This is an optimization exercise on Yosys and OpenROAD, whose aim is small area, a short achievable clock period and few clock cycles per item, not a production implementation. Function was checked by simulation only, so behaviour that the tests miss may differ from the original.

--- flow/run.sh ---
#!/bin/bash
# synth_recipe.tcl (not shown) runs the flow's synth.tcl, then flattens the netlist and writes it again
# the make line also repeats each setting of config.mk as NAME=value (left out here)
make -C /OpenROAD-flow-scripts/flow DESIGN_CONFIG=/design/flow/config.mk WORK_HOME=/design/flow/orfs CLKGATE_MAP_FILE= SYNTH_SCRIPT=/design/flow/synth_recipe.tcl finish
--- flow/config.mk ---
export PLATFORM = sky130hd
export DESIGN_NAME = yuvToRgb
export DESIGN_NICKNAME = yuvToRgb
export VERILOG_FILES = /design/flow/design.v
export SDC_FILE = /design/flow/constraint.sdc
export NUM_CORES = 4
export LEC_CHECK = 0
export CAP_MARGIN = 20
export CORE_MARGIN = 2
export CORE_UTILIZATION = 40
export SLEW_MARGIN = 20
--- flow/constraint.sdc ---
create_clock -name core_clock -period 12.0 [get_ports {Clock}]
set_input_delay 2.4000 -clock core_clock [delete_from_list [all_inputs] [get_ports {Clock}]]
set_output_delay 2.4000 -clock core_clock [all_outputs]
set_load 0.01 [all_outputs]
--- flow/design.v ---
package sramMapPkg;
	typedef logic [17:0] sramAddr_t;
	typedef struct packed {
		logic [7:0] hi;
		logic [7:0] lo;
	} sramBytes_t;
	typedef union packed {
		logic [15:0] raw;
		sramBytes_t bytes;
	} sramWord_u;
	typedef enum logic [1:0] {
		PlaneY,
		PlaneU,
		PlaneV
	} plane_e;
	typedef struct packed {
		plane_e plane;
		sramAddr_t address;
	} readReq_t;
	typedef struct packed {
		plane_e plane;
		sramWord_u word;
	} readRet_t;
endpackage
package colorPkg;
	typedef logic [7:0] sample_t;
	typedef logic signed [31:0] fixed_t;
	typedef struct packed {
		fixed_t uEven;
		fixed_t uOdd;
		fixed_t vEven;
		fixed_t vOdd;
	} chromaPair_t;
	typedef struct packed {
		sample_t y0;
		sample_t y1;
		chromaPair_t chroma;
	} yuvPair_t;
	typedef struct packed {
		sample_t r;
		sample_t g;
		sample_t b;
	} rgbPixel_t;
	typedef struct packed {
		rgbPixel_t p0;
		rgbPixel_t p1;
	} rgbPair_t;
	localparam fixed_t Tap5 = 32'sd21;
	localparam fixed_t Tap3 = -32'sd52;
	localparam fixed_t Tap1 = 32'sd159;
	localparam fixed_t CoefY = 32'sd76284;
	localparam fixed_t CoefRv = 32'sd104595;
	localparam fixed_t CoefGu = -32'sd25624;
	localparam fixed_t CoefGv = -32'sd53281;
	localparam fixed_t CoefBu = 32'sd132251;
	localparam fixed_t LumaOffset = 32'sd16;
	localparam fixed_t ChromaOffset = 32'sd128;
	localparam fixed_t FilterRound = 32'sd128;
	localparam int FilterShift = 8;
endpackage
`timescale 1ns/1ns
module rowSequencer #(
	parameter logic [17:0] YBase = 18'd0,
	parameter logic [17:0] UBase = 18'd38400,
	parameter logic [17:0] VBase = 18'd57600,
	parameter int PairsPerRow = 160
) (
	input logic Clock,
	input logic resetn,
	input logic start,
	output sramMapPkg::readReq_t readReq,
	output logic reqValid,
	input logic reqReady,
	input sramMapPkg::readRet_t readRet,
	input logic retValid,
	output sramMapPkg::sramWord_u chromaWordU,
	output sramMapPkg::sramWord_u chromaWordV,
	output logic chromaValid,
	input logic chromaReady,
	output sramMapPkg::sramWord_u lumaWord,
	output logic lumaValid,
	input logic lumaReady,
	input logic rowWritten,
	output logic done
);
	localparam logic [17:0] ULast = UBase + 18'(PairsPerRow / 2);
	localparam int LumaDepth = 4;
	logic busy;
	logic [1:0] sel;
	sramMapPkg::sramAddr_t uAddr, vAddr, yAddr;
	logic occU, occV;
	logic fullU, fullV;
	logic [2:0] occY, heldY;
	logic [15:0] lumaBuf [LumaDepth];
	logic [1:0] lumaHead, lumaTail;
	logic credit, issuing, issue, issueY, retY;
	logic chromaMove, lumaMove;
	always_comb begin
		case (sel)
			2'd0: begin
				readReq.plane = sramMapPkg::PlaneU;
				readReq.address = uAddr;
				credit = !occU;
			end
			2'd1: begin
				readReq.plane = sramMapPkg::PlaneV;
				readReq.address = vAddr;
				credit = !occV;
			end
			default: begin
				readReq.plane = sramMapPkg::PlaneY;
				readReq.address = yAddr;
				credit = (occY != 3'(LumaDepth));
			end
		endcase
	end
	assign issuing = busy && (sel != 2'd0 || uAddr != ULast);
	assign reqValid = issuing && credit;
	assign issue = reqValid && reqReady;
	assign issueY = issue && sel[1];
	assign retY = retValid && (readRet.plane == sramMapPkg::PlaneY);
	assign chromaValid = fullU && fullV;
	assign lumaValid = (heldY != 3'd0);
	assign lumaWord = lumaBuf[lumaHead];
	assign chromaMove = chromaValid && chromaReady;
	assign lumaMove = lumaValid && lumaReady;
	always_ff @(posedge Clock or negedge resetn) begin
		if (!resetn) begin
			busy <= 1'b0;
			done <= 1'b0;
			sel <= 2'd0;
			uAddr <= UBase;
			vAddr <= VBase;
			yAddr <= YBase;
			occU <= 1'b0;
			occV <= 1'b0;
			fullU <= 1'b0;
			fullV <= 1'b0;
			occY <= 3'd0;
			heldY <= 3'd0;
			lumaHead <= 2'd0;
			lumaTail <= 2'd0;
		end else begin
			if (start && !busy) begin
				busy <= 1'b1;
				done <= 1'b0;
				sel <= 2'd0;
				uAddr <= UBase;
				vAddr <= VBase;
				yAddr <= YBase;
			end else if (rowWritten) begin
				busy <= 1'b0;
				done <= 1'b1;
			end else if (issue) begin
				sel <= sel + 2'd1;
				case (sel)
					2'd0: uAddr <= uAddr + 18'd1;
					2'd1: vAddr <= vAddr + 18'd1;
					default: yAddr <= yAddr + 18'd1;
				endcase
			end
			if (issue) begin
				case (sel)
					2'd0: occU <= 1'b1;
					2'd1: occV <= 1'b1;
					default: ;
				endcase
			end
			if (retValid) begin
				case (readRet.plane)
					sramMapPkg::PlaneU: fullU <= 1'b1;
					sramMapPkg::PlaneV: fullV <= 1'b1;
					default: ;
				endcase
			end
			if (retY)
				lumaTail <= lumaTail + 2'd1;
			if (chromaMove) begin
				fullU <= 1'b0;
				fullV <= 1'b0;
				occU <= 1'b0;
				occV <= 1'b0;
			end
			if (lumaMove)
				lumaHead <= lumaHead + 2'd1;
			occY <= occY + {2'd0, issueY} - {2'd0, lumaMove};
			heldY <= heldY + {2'd0, retY} - {2'd0, lumaMove};
		end
	end
	always_ff @(posedge Clock) begin
		if (retValid) begin
			case (readRet.plane)
				sramMapPkg::PlaneU: chromaWordU <= readRet.word;
				sramMapPkg::PlaneV: chromaWordV <= readRet.word;
				sramMapPkg::PlaneY: lumaBuf[lumaTail] <= readRet.word;
				default: ;
			endcase
		end
	end
endmodule
`timescale 1ns/1ns
module sramPort (
	input logic Clock,
	input logic resetn,
	input sramMapPkg::readReq_t readReq,
	input logic reqValid,
	output logic reqReady,
	input sramMapPkg::sramAddr_t wrAddress,
	input sramMapPkg::sramWord_u wrWord,
	input logic wrValid,
	output logic wrReady,
	output sramMapPkg::readRet_t readRet,
	output logic retValid,
	output sramMapPkg::sramAddr_t sramAddress,
	output sramMapPkg::sramWord_u sramWriteData,
	output logic sramWeN,
	input sramMapPkg::sramWord_u readData
);
	logic [1:0] tagValid;
	sramMapPkg::plane_e tagPlane [2];
	logic readGo;
	assign wrReady = 1'b1;
	assign reqReady = !wrValid;
	assign readGo = reqValid && reqReady;
	assign retValid = tagValid[1];
	assign readRet.plane = tagPlane[1];
	assign readRet.word = readData;
	always_ff @(posedge Clock or negedge resetn) begin
		if (!resetn) begin
			sramAddress <= '0;
			sramWriteData <= '0;
			sramWeN <= 1'b1;
			tagValid <= 2'b00;
		end else begin
			sramWeN <= 1'b1;
			if (wrValid) begin
				sramAddress <= wrAddress;
				sramWriteData <= wrWord;
				sramWeN <= 1'b0;
			end else if (readGo) begin
				sramAddress <= readReq.address;
			end
			tagValid <= {tagValid[0], readGo};
		end
	end
	always_ff @(posedge Clock) begin
		tagPlane[0] <= readReq.plane;
		tagPlane[1] <= tagPlane[0];
	end
endmodule
`timescale 1ns/1ns
module chromaUpsampler #(
	parameter int PairsPerRow = 160
) (
	input logic Clock,
	input logic resetn,
	input sramMapPkg::sramWord_u chromaWordU,
	input sramMapPkg::sramWord_u chromaWordV,
	input logic chromaValid,
	output logic chromaReady,
	output colorPkg::chromaPair_t chromaPair,
	output logic pairValid,
	input logic pairReady
);
	localparam int CountW = $clog2(PairsPerRow + 8);
	typedef enum logic [1:0] {Fill, Calc, Emit} upState_e;
	upState_e state;
	logic [1:0] phase;
	logic [CountW-1:0] cnt, pairIdx;
	logic [1:0] pendCnt;
	sramMapPkg::sramWord_u pendU, pendV;
	colorPkg::sample_t winU [6];
	colorPkg::sample_t winV [6];
	colorPkg::sample_t nextU, nextV, inU, inV;
	colorPkg::sample_t opA [3];
	colorPkg::fixed_t coef [3];
	colorPkg::fixed_t acc, mac, odd;
	logic windowReady, pad, take;
	assign chromaReady = (pendCnt == 2'd0);
	assign nextU = (pendCnt == 2'd2) ? pendU.bytes.hi : pendU.bytes.lo;
	assign nextV = (pendCnt == 2'd2) ? pendV.bytes.hi : pendV.bytes.lo;
	assign windowReady = (cnt == pairIdx + CountW'(4));
	assign pad = !windowReady && (cnt >= CountW'(PairsPerRow));
	assign take = (state == Fill) && !windowReady && !pad && (pendCnt != 2'd0);
	assign inU = pad ? winU[5] : nextU;
	assign inV = pad ? winV[5] : nextV;
	assign pairValid = (state == Emit);
	always_comb begin
		for (int i = 0; i < 3; i++) begin
			if (phase[0])
				opA[i] = phase[1] ? winV[i + 3] : winU[i + 3];
			else
				opA[i] = phase[1] ? winV[i] : winU[i];
		end
		coef[0] = phase[0] ? colorPkg::Tap1 : colorPkg::Tap5;
		coef[1] = colorPkg::Tap3;
		coef[2] = phase[0] ? colorPkg::Tap5 : colorPkg::Tap1;
		mac = '0;
		for (int i = 0; i < 3; i++)
			mac = mac + colorPkg::fixed_t'({24'd0, opA[i]}) * coef[i];
		odd = ((acc + mac + colorPkg::FilterRound) >>> colorPkg::FilterShift) - colorPkg::ChromaOffset;
	end
	always_ff @(posedge Clock or negedge resetn) begin
		if (!resetn) begin
			state <= Fill;
			phase <= 2'd0;
			cnt <= '0;
			pairIdx <= '0;
			pendCnt <= 2'd0;
		end else begin
			if (chromaValid && chromaReady)
				pendCnt <= 2'd2;
			else if (take)
				pendCnt <= pendCnt - 2'd1;
			case (state)
				Fill: begin
					if (windowReady) begin
						state <= Calc;
						phase <= 2'd0;
					end else if (pad || take) begin
						cnt <= cnt + CountW'(1);
					end
				end
				Calc: begin
					phase <= phase + 2'd1;
					if (phase == 2'd3)
						state <= Emit;
				end
				default: begin
					if (pairReady) begin
						state <= Fill;
						if (pairIdx == CountW'(PairsPerRow - 1)) begin
							pairIdx <= '0;
							cnt <= '0;
						end else begin
							pairIdx <= pairIdx + CountW'(1);
						end
					end
				end
			endcase
		end
	end
	always_ff @(posedge Clock) begin
		if (chromaValid && chromaReady) begin
			pendU <= chromaWordU;
			pendV <= chromaWordV;
		end
		if (state == Fill && (pad || take)) begin
			for (int i = 0; i < 6; i++) begin
				if (cnt == '0) begin
					winU[i] <= inU;
					winV[i] <= inV;
				end else if (i < 5) begin
					winU[i] <= winU[i + 1];
					winV[i] <= winV[i + 1];
				end else begin
					winU[i] <= inU;
					winV[i] <= inV;
				end
			end
		end
		if (state == Calc) begin
			acc <= mac;
			case (phase)
				2'd1: begin
					chromaPair.uOdd <= odd;
					chromaPair.uEven <= colorPkg::fixed_t'({24'd0, winU[2]}) - colorPkg::ChromaOffset;
				end
				2'd3: begin
					chromaPair.vOdd <= odd;
					chromaPair.vEven <= colorPkg::fixed_t'({24'd0, winV[2]}) - colorPkg::ChromaOffset;
				end
				default: ;
			endcase
		end
	end
endmodule
`timescale 1ns/1ns
module colorConverter (
	input logic Clock,
	input logic resetn,
	input sramMapPkg::sramWord_u lumaWord,
	input logic lumaValid,
	output logic lumaReady,
	input colorPkg::chromaPair_t chromaPair,
	input logic pairValid,
	output logic pairReady,
	output colorPkg::rgbPair_t rgbPair,
	output logic rgbValid,
	input logic rgbReady
);
	colorPkg::yuvPair_t inPair;
	logic stall, accept;
	logic v1, v2, v3;
	colorPkg::fixed_t yS1 [2];
	colorPkg::fixed_t uS1 [2];
	colorPkg::fixed_t vS1 [2];
	colorPkg::fixed_t yT [2];
	colorPkg::fixed_t rv [2];
	colorPkg::fixed_t gu [2];
	colorPkg::fixed_t gv [2];
	colorPkg::fixed_t bu [2];
	colorPkg::fixed_t rSum [2];
	colorPkg::fixed_t gSum [2];
	colorPkg::fixed_t bSum [2];
	function automatic colorPkg::sample_t clip(input colorPkg::fixed_t x);
		if (x[31])
			clip = 8'd0;
		else if (x[30:24] != 7'd0)
			clip = 8'd255;
		else
			clip = x[23:16];
	endfunction
	assign inPair.y0 = lumaWord.bytes.hi;
	assign inPair.y1 = lumaWord.bytes.lo;
	assign inPair.chroma = chromaPair;
	assign stall = rgbValid && !rgbReady;
	assign lumaReady = pairValid && !stall;
	assign pairReady = lumaValid && !stall;
	assign accept = lumaValid && pairValid && !stall;
	always_ff @(posedge Clock or negedge resetn) begin
		if (!resetn) begin
			v1 <= 1'b0;
			v2 <= 1'b0;
			v3 <= 1'b0;
			rgbValid <= 1'b0;
		end else if (!stall) begin
			v1 <= accept;
			v2 <= v1;
			v3 <= v2;
			rgbValid <= v3;
		end
	end
	always_ff @(posedge Clock) begin
		if (!stall) begin
			yS1[0] <= colorPkg::fixed_t'({24'd0, inPair.y0}) - colorPkg::LumaOffset;
			yS1[1] <= colorPkg::fixed_t'({24'd0, inPair.y1}) - colorPkg::LumaOffset;
			uS1[0] <= inPair.chroma.uEven;
			uS1[1] <= inPair.chroma.uOdd;
			vS1[0] <= inPair.chroma.vEven;
			vS1[1] <= inPair.chroma.vOdd;
			for (int i = 0; i < 2; i++) begin
				yT[i] <= colorPkg::CoefY * yS1[i];
				rv[i] <= colorPkg::CoefRv * vS1[i];
				gu[i] <= colorPkg::CoefGu * uS1[i];
				gv[i] <= colorPkg::CoefGv * vS1[i];
				bu[i] <= colorPkg::CoefBu * uS1[i];
				rSum[i] <= yT[i] + rv[i];
				gSum[i] <= yT[i] + gu[i] + gv[i];
				bSum[i] <= yT[i] + bu[i];
			end
			rgbPair.p0.r <= clip(rSum[0]);
			rgbPair.p0.g <= clip(gSum[0]);
			rgbPair.p0.b <= clip(bSum[0]);
			rgbPair.p1.r <= clip(rSum[1]);
			rgbPair.p1.g <= clip(gSum[1]);
			rgbPair.p1.b <= clip(bSum[1]);
		end
	end
endmodule
`timescale 1ns/1ns
module rgbPacker #(
	parameter logic [17:0] RgbBase = 18'd146944,
	parameter int PairsPerRow = 160
) (
	input logic Clock,
	input logic resetn,
	input colorPkg::rgbPair_t rgbPair,
	input logic rgbValid,
	output logic rgbReady,
	output sramMapPkg::sramAddr_t wrAddress,
	output sramMapPkg::sramWord_u wrWord,
	output logic wrValid,
	input logic wrReady,
	output logic rowWritten
);
	localparam logic [17:0] LastWord = 18'(3 * PairsPerRow - 1);
	logic [1:0] phase;
	sramMapPkg::sramAddr_t wordCount;
	logic wrMove;
	assign wrValid = rgbValid;
	assign wrMove = wrValid && wrReady;
	assign rgbReady = wrReady && (phase == 2'd2);
	assign wrAddress = RgbBase + wordCount;
	always_comb begin
		case (phase)
			2'd0: wrWord.raw = {rgbPair.p0.r, rgbPair.p0.g};
			2'd1: wrWord.raw = {rgbPair.p0.b, rgbPair.p1.r};
			default: wrWord.raw = {rgbPair.p1.g, rgbPair.p1.b};
		endcase
	end
	always_ff @(posedge Clock or negedge resetn) begin
		if (!resetn) begin
			phase <= 2'd0;
			wordCount <= '0;
			rowWritten <= 1'b0;
		end else begin
			rowWritten <= 1'b0;
			if (wrMove) begin
				phase <= (phase == 2'd2) ? 2'd0 : phase + 2'd1;
				if (wordCount == LastWord) begin
					wordCount <= '0;
					rowWritten <= 1'b1;
				end else begin
					wordCount <= wordCount + 18'd1;
				end
			end
		end
	end
endmodule
`timescale 1ns/1ns
module yuvToRgb #(
	parameter logic [17:0] YBase = 18'd0,
	parameter logic [17:0] UBase = 18'd38400,
	parameter logic [17:0] VBase = 18'd57600,
	parameter logic [17:0] RgbBase = 18'd146944,
	parameter int PairsPerRow = 160
) (
	input logic Clock,
	input logic resetn,
	input logic start,
	input logic [15:0] readData,
	output logic done,
	output logic [17:0] sramAddress,
	output logic [15:0] sramWriteData,
	output logic sramWeN
);
	sramMapPkg::readReq_t readReq;
	sramMapPkg::readRet_t readRet;
	logic reqValid, reqReady, retValid;
	sramMapPkg::sramWord_u chromaWordU, chromaWordV, lumaWord, wrWord;
	logic chromaValid, chromaReady, lumaValid, lumaReady;
	colorPkg::chromaPair_t chromaPair;
	logic pairValid, pairReady;
	colorPkg::rgbPair_t rgbPair;
	logic rgbValid, rgbReady;
	sramMapPkg::sramAddr_t wrAddress;
	logic wrValid, wrReady, rowWritten;
	rowSequencer #(.YBase(YBase), .UBase(UBase), .VBase(VBase),
		.PairsPerRow(PairsPerRow)) sequencer (
		.Clock(Clock), .resetn(resetn), .start(start),
		.readReq(readReq), .reqValid(reqValid), .reqReady(reqReady),
		.readRet(readRet), .retValid(retValid),
		.chromaWordU(chromaWordU), .chromaWordV(chromaWordV),
		.chromaValid(chromaValid), .chromaReady(chromaReady),
		.lumaWord(lumaWord), .lumaValid(lumaValid), .lumaReady(lumaReady),
		.rowWritten(rowWritten), .done(done));
	sramPort port (
		.Clock(Clock), .resetn(resetn),
		.readReq(readReq), .reqValid(reqValid), .reqReady(reqReady),
		.wrAddress(wrAddress), .wrWord(wrWord), .wrValid(wrValid), .wrReady(wrReady),
		.readRet(readRet), .retValid(retValid),
		.sramAddress(sramAddress), .sramWriteData(sramWriteData), .sramWeN(sramWeN),
		.readData(readData));
	chromaUpsampler #(.PairsPerRow(PairsPerRow)) upsampler (
		.Clock(Clock), .resetn(resetn),
		.chromaWordU(chromaWordU), .chromaWordV(chromaWordV),
		.chromaValid(chromaValid), .chromaReady(chromaReady),
		.chromaPair(chromaPair), .pairValid(pairValid), .pairReady(pairReady));
	colorConverter converter (
		.Clock(Clock), .resetn(resetn),
		.lumaWord(lumaWord), .lumaValid(lumaValid), .lumaReady(lumaReady),
		.chromaPair(chromaPair), .pairValid(pairValid), .pairReady(pairReady),
		.rgbPair(rgbPair), .rgbValid(rgbValid), .rgbReady(rgbReady));
	rgbPacker #(.RgbBase(RgbBase), .PairsPerRow(PairsPerRow)) packer (
		.Clock(Clock), .resetn(resetn),
		.rgbPair(rgbPair), .rgbValid(rgbValid), .rgbReady(rgbReady),
		.wrAddress(wrAddress), .wrWord(wrWord), .wrValid(wrValid), .wrReady(wrReady),
		.rowWritten(rowWritten));
endmodule
==> results.txt <==
HPWL after DPL=180000 µm; WL final=223000 µm; drt wl/cell=18.9 µm; I/O pins=55; Setup violations, final=0; vias after detailed routing=59300; Area after DPL=98700 µm²; post-synthesis cell count=8468; initial core utilization=0.403; Slowest cell on crit path=mux4_2; H-tree depth=3; DRT iter0 DRCs=around 3500; nets=11000; Worst-path clk slew=~0.06 ns; Final Hold Fails=0; Synth Register Bits=1008; YS warnings=21; mean cell area of the mapped netlist=11.1 µm²; initial antenna violation count=6; area leader, netlist=edfxtp_1; Syn Std Cell Area=94000 µm²; WP data arrival=11.70 ns; CTS buffer count=112; CP max stage delay=0.57 ns; Num Clock Sinks=roughly 1000; CTS Hold Bufs=0; critical path launch point type=flip-flop; crit-path most repeated cell=ha_1; GR Overflow Total=0; most frequent cells in the layout=inv_1, ha_1, fa_1; largest net degree at the start of global routing=179; Area Overhead vs Synth=9.07%; top cells by area, synth=edfxtp_1, fa_1, ha_1; final antenna-violating net count=0; asr flop ratio synth=0.155; required time worst endpoint=12.45 ns; Top FF cell, synth=edfxtp_1; status=finished clean; Die Y=489 µm; gp weighted congestion=between 0.8 and 0.9; fin area=103000 µm²; RSZ-0062 raised after global routing=no; Worst-Skew Late Latency=0.80 ns; Hold WC Path Type=reg -> reg; Max-slew headroom=0.0877; most common cell after layout, fill and taps aside=inv_1; Filler Cells Inserted=21700; CTS tree=done; share of the synthesized area in the top cell type=0.271; GR Util All Layers=0.191; Die Span X=489 µm; first-pass GRT wire length=about 360000 µm; Buffers on Ports=54; register area share after synthesis=0.313; Post-synth EDFFs=848; maximum buffer depth of the clock tree=3; Syn Nets=approximately 11000; vias per inst=5.01; Yosys cell types=88; Clock Skew=0.128 ns; Setup crit end kind=flip-flop; number of global-route vias before repair=between 60000 and 70000; max_cap viols=0; final period utilization=0.938; total core area=~230000 µm²; crit path max fanout=15; WS Path Type=reg -> reg; DIE AREA=239000 µm²; DRT Pass-1 Iters=6; Root Driver=clkbuf_16; Final Max Slew Viols=0; hold_ws=0.326 ns; share of cells above drive strength 1=0.0458; drt drc=0; fin crit period=roughly 11 ns; Worst-Margin Slew=around 1.4 ns; fmax=88.9 MHz; Cell Rows=177
-- area by class of cell --
cell class	count	area (µm²)	share of cell area
inverters	1766	6630	0.0647
well taps	3132	3920	0.0382
clock inverters	70	769	0.00750
multi-input cells	5585	57600	0.562
repair buffers	128	1150	0.0112
flip-flops and latches	1008	29500	0.287
clock buffers	142	3010	0.0293
diodes	2	5.00	0.0000488
-- final timing paths --
kind                                startpoint                        to  slack, ns  cells past startpoint
min                        port.tagPlane[0][1]       port.tagPlane[1][1]       0.33                      0
max reg2reg                 upsampler.phase[1]  upsampler.chromaPair[87]       0.75                     43
min in group asynchronous               resetn     sequencer.lumaTail[0]       1.66                      1
min reg2reg                port.tagPlane[0][1]       port.tagPlane[1][1]       0.33                      0
max in group asynchronous               resetn      packer.wordCount[17]       8.79                      2
max                         upsampler.phase[1]  upsampler.chromaPair[87]       0.75                     43
-- cells by family after synthesis --
kind of cell | after synthesis | share of synthesized area
buf+inv | 1875 | 0.0750
fa+ha+maj | 2374 | 0.397
mux | 134 | 0.0179
xor+xnor | 570 | 0.0531
compound gates | 1139 | 0.0759
flops | 1008 | 0.313
simple gates | 1367 | 0.0681
other cells | 1 | 0.0000399
-- metrics by stage --
| step | utilization | instances | TNS [ns] | setup slack (ns) |
|---|---|---|---|---|
| final | 0.440 | 11800 | 0 | 0.748 |
| after global routing | 0.440 | 11800 | 0 | 0.0735 |
| after CTS | 0.439 | 11800 | 0 | 0.421 |
| after detailed placement | 0.423 | 11600 | 0 | 0.572 |
| after global placement | 0.423 | 11600 | 0 | 0.668 |
| after floorplan | - | 8468 | -1.00 | -0.289 |
-- cell usage after synthesis (all sizes together) (76+ instances only) --
library cell,n
ha,1363
o21ai,265
a21o,134
fa,1010
dfrtp,147
clkbuf,84
a21oi,362
xnor2,405
nor3,90
nand2,489
nor2,334
nand3,86
inv,1766
mux2i,76
edfxtp,848
xor2,165
-- sequential cells by signal (all words and copies together) (netlist names), 32 cells and up --
name and count:
converter.gSum 32, upsampler.winV 48, upsampler.acc 32, converter.bu 62
converter.rSum 32, converter.vS1 33, converter.yT 60, converter.rv 60
sequencer.lumaBuf 64, converter.gv 60, converter.bSum 32, converter.gu 56
upsampler.chromaPair 66, converter.uS1 33, converter.rgbPair 48, upsampler.winU 48
-- timing repair --
action / CTS / global route
resized for setup: 0 / 5
endpoints found under the setup margin: 0 / 2
buffers inserted: 0 / 8
-- per-layer routing --
layer,GRT usage,share of wire,vias up
li1,-,-,28400
met1,0.262,0.45,29700
met2,0.327,0.49,1028
met3,0.0189,0.037,226
met4,0.0450,0.023,0
met5,0,0,-
-- worst max-delay path: cells and delay by family, from the launching register on --
family          cells  cell delay (ns)
xor+xnor            2             0.32
flops               1             0.56
mux                 2             0.84
simple gates        7             1.61
fa+ha+maj          11             4.05
buf+inv             5             0.38
compound gates     16             3.14
Testbench counts, summed over its fixed seeds: cycles 36,448, rows 32.

==> afterwards: timing with drivers on the ports <==
How much do the figures lean on ideal ports? The routed layout below was timed once more, with nothing changed but the port constraints. Step 1: set_driving_cell puts a clkbuf_16 on Clock and a buf_2 on each other input, an assumption about the parent block. Step 2 also shifts input and output timing later by t, the mid clock arrival at the registers, as if the neighbouring blocks saw the same clock. a / b / c = ideal / step 1 / step 2; a / b = the first two.
shift t [ns]: 0.829
slack for setup (ns): 0.748 / 0.748 / 0.748
hold slack, ns: 0.326 / 0.326 / 0.326
After both steps setup and hold are still met in this run. For this run, drivers alone change the setup slack by 0.000 ns; drivers and shift together by 0.000 ns.
